This is an optimization exercise on Yosys and OpenROAD, whose aim is small area and a short achievable clock period, not a production implementation.
At most, simulation tests tie the RTL to the original design; equivalence was not proved.

## JK
==> flow/design.v (excerpt) <==
module xgmii_rx_top #(
    parameter int STAT_W = 32
) (
    input  logic              clk,
    input  logic              inv_aresetn,
    input  logic [63:0]       xgmii_d_i,
    input  logic [7:0]        xgmii_c_i,
    output logic [63:0]       tdata_o,
    output logic [7:0]        tkeep_o,
    output logic              tvalid_o,
    output logic              tlast_o,
    output logic              tuser_o,
    output logic [STAT_W-1:0] good_frames_o,
    output logic [STAT_W-1:0] bad_frames_o
);
Size: roughly 1,200 cells after synthesis, roughly 250 flip-flops, roughly 210 I/O pins.
clock: 9.0 ns
lec_check: 0
cap_margin: 20
core_margin: 2
core_utilization: 40
setup_slack_margin: 0.2
slew_margin: 20
buffer_ports_args: -buffer_cell sky130_fd_sc_hd__buf_2
dont_use_cells: sky130_fd_sc_hd__xor3_1 sky130_fd_sc_hd__xor3_2 sky130_fd_sc_hd__xor3_4 sky130_fd_sc_hd__xnor3_1 sky130_fd_sc_hd__xnor3_2 sky130_fd_sc_hd__xnor3_4 sky130_fd_sc_hd__xnor2_2 sky130_fd_sc_hd__xnor2_4 sky130_fd_sc_hd__xor2_2 sky130_fd_sc_hd__xor2_4
standard.sh (not shown) runs the stock make flow with config.mk's settings and CLKGATE_MAP_FILE= SYNTH_SCRIPT=/design/flow/synth_recipe.tcl, a recipe that flattens the netlist after the stock synthesis.
==> flow/flow/run.sh <==
#!/bin/bash
# Own layout flow: the standard ORFS flow (standard.sh) with
# - plain sky130_fd_sc_hd__buf_2 cells as the port buffers,
# - these cells kept out of mapping and repair (added to the platform's
#   don't-use list; registers are unaffected): sky130_fd_sc_hd__xor3_1 sky130_fd_sc_hd__xor3_2 sky130_fd_sc_hd__xor3_4 sky130_fd_sc_hd__xnor3_1 sky130_fd_sc_hd__xnor3_2 sky130_fd_sc_hd__xnor3_4 sky130_fd_sc_hd__xnor2_2 sky130_fd_sc_hd__xnor2_4 sky130_fd_sc_hd__xor2_2 sky130_fd_sc_hd__xor2_4
# - these make settings: SETUP_SLACK_MARGIN=6.0 CTS_BUF_LIST=sky130_fd_sc_hd__clkbuf_16 CTS_CLUSTER_SIZE=25 CTS_CLUSTER_DIAMETER=100
# SETUP_SLACK_MARGIN makes setup repair keep sizing and buffering until
# paths are that far below the (unchanged) 9 ns clock period.
set -euo pipefail
cd "$(dirname "$0")/.."
{
  echo "export BUFFER_PORTS_ARGS = -buffer_cell sky130_fd_sc_hd__buf_2"
  echo "export DONT_USE_CELLS = sky130_fd_sc_hd__xor3_1 sky130_fd_sc_hd__xor3_2 sky130_fd_sc_hd__xor3_4 sky130_fd_sc_hd__xnor3_1 sky130_fd_sc_hd__xnor3_2 sky130_fd_sc_hd__xnor3_4 sky130_fd_sc_hd__xnor2_2 sky130_fd_sc_hd__xnor2_4 sky130_fd_sc_hd__xor2_2 sky130_fd_sc_hd__xor2_4"
} >> config.mk
bash standard.sh SETUP_SLACK_MARGIN=6.0 CTS_BUF_LIST=sky130_fd_sc_hd__clkbuf_16 CTS_CLUSTER_SIZE=25 CTS_CLUSTER_DIAMETER=100 finish > standard.log 2>&1
Modified inputs, MS compared to JK
-- flow/design.v --
<<< JK, line 19
    logic        dat_in, term_in, early_in, err_in, tch_in;
    logic [2:0]  lane_in;
    logic [1:0]  sofp_in;
    logic [7:0]  first_ctl, eq_fd;
    logic [63:0] masked;
>>> MS, line 19
    logic        dat_in, term_in, early_in, err_in, tch_in;
    logic [2:0]  lane_in;
    logic [3:0]  sofp_in;
    logic [7:0]  first_ctl, eq_fd;
    logic [63:0] masked;
<<< JK, line 28
    assign early_in = term_in && c[4];
    assign err_in   = !dat_in && !term_in;
    assign sofp_in[0] = ({d[27:0], c} == 36'h5_5555_FB01);
    assign sofp_in[1] = (d[63:28] == 36'hD_5555_5555);
    assign lane_in[2] = ~c[3];
    assign lane_in[1] = (~c[1] & c[3]) | ~c[5];
>>> MS, line 28
    assign early_in = term_in && c[4];
    assign err_in   = !dat_in && !term_in;
    assign sofp_in[0] = ({d[7:0], c} == 16'hFB01);
    assign sofp_in[1] = (d[23:8]  == 16'h5555);
    assign sofp_in[2] = (d[39:24] == 16'h5555);
    assign sofp_in[3] = (d[63:40] == 24'hD5_5555);
    assign lane_in[2] = ~c[3];
    assign lane_in[1] = (~c[1] & c[3]) | ~c[5];
<<< JK, line 44
    logic [2:0]  lane_q;     
    logic        tch_q;      
    logic [1:0]  sofp_q;     
    logic        nf_q;       
    logic        hp_q;       
    logic        fin_q;      
    logic        fin_hp_q;   
    logic        beat2_q;    
    logic        good2_q;    
>>> MS, line 46
    logic [2:0]  lane_q;     
    logic        tch_q;      
    logic [3:0]  sofp_q;     
    logic        nf_q;       
    logic        hp_q;       
    logic        fin_q;      
    logic        fin_hp_q;   
    logic [2:0]  lane2_q;    
    logic        beat2_q;    
    logic        good2_q;    
<<< JK, line 544
    assign crc_nxt[31] = x541;
    always_comb begin
        case (lane_q)
            3'd0: resid = 32'h099C5421;
            3'd1: resid = 32'hC8721E29;
>>> MS, line 547
    assign crc_nxt[31] = x541;
    always_comb begin
        case (lane2_q)
            3'd0: resid = 32'h099C5421;
            3'd1: resid = 32'hC8721E29;
<<< JK, line 557
    assign crc_ok = (crc_q == resid);
    always_comb begin
        case (lane_q)
            3'd0: keep_last = 8'h0F;
            3'd1: keep_last = 8'h1F;
>>> MS, line 560
    assign crc_ok = (crc_q == resid);
    always_comb begin
        case (lane2_q)
            3'd0: keep_last = 8'h0F;
            3'd1: keep_last = 8'h1F;
<<< JK, line 570
    always_ff @(posedge clk) begin
        d1_q     <= masked;
        if (!fin_q) begin
            lane_q <= lane_in;
        end
        tch_q    <= tch_in;
        sofp_q   <= sofp_in;
        fin_hp_q <= hp_q;
        crc_q    <= sof ? 32'hFFFF_FFFF : crc_nxt;
        if (!((fin_q && !late_q) || beat2_q)) begin
>>> MS, line 573
    always_ff @(posedge clk) begin
        d1_q     <= masked;
        lane_q   <= lane_in;
        tch_q    <= tch_in;
        sofp_q   <= sofp_in;
        fin_hp_q <= hp_q;
        lane2_q  <= lane_q;
        crc_q    <= sof ? 32'hFFFF_FFFF : crc_nxt;
        if (!((fin_q && !late_q) || beat2_q)) begin
Results
- In MS, the number of distinct library cells after synthesis came out 2 above the value in JK.
- Launching instance or port of the critical path: crc_q[13] -> JK, tuser_o -> MS
- Comparing JK and MS, proportion of layout cells with a drive suffix above 1 is higher on MS.
- Diff JK and MS: required time at the endpoint of the critical path higher in JK
- Looking at layout buffer count excluding clock buffers across JK and MS, the one that comes out higher is MS.
For JK, only the layout was checked, not whether the RTL still works.

afterwards: timing with drivers on the ports:
Ports are ideal in the flow. The routed layouts listed here were re-timed in OpenROAD.
Step 1: set_driving_cell puts a clkbuf_16 on clk and a buf_2 on each other input, an assumption about the parent block.
Step 2 times the ports against the registers' clock, not the clock port: input delays grow and output delays shrink by t, the midpoint of the rising clock arrivals with the driver on.
Slacks: ideal ports / drivers / drivers and shift; pairs: ideal ports / drivers.
| run | shift t [ns] | setup WS [ns] | hold WS [ns] | worst register clock-pin slew, ns | worst slew at a driven data input, ns |
|---|---|---|---|---|---|
| JK | 0.538 | 5.969 / 5.969 / 5.590 | 0.377 / 0.377 / 0.377 | 0.11 / 0.11 | 0.06 |
| MS | 0.550 | 6.100 / 6.052 / 5.764 | 0.386 / 0.386 / 0.386 | 0.10 / 0.10 | 0.06 |
After both steps setup and hold are still met in every run listed. The setup slack of JK, which loses most, moves by 0.000 ns with the drivers and by -0.379 ns with both steps.
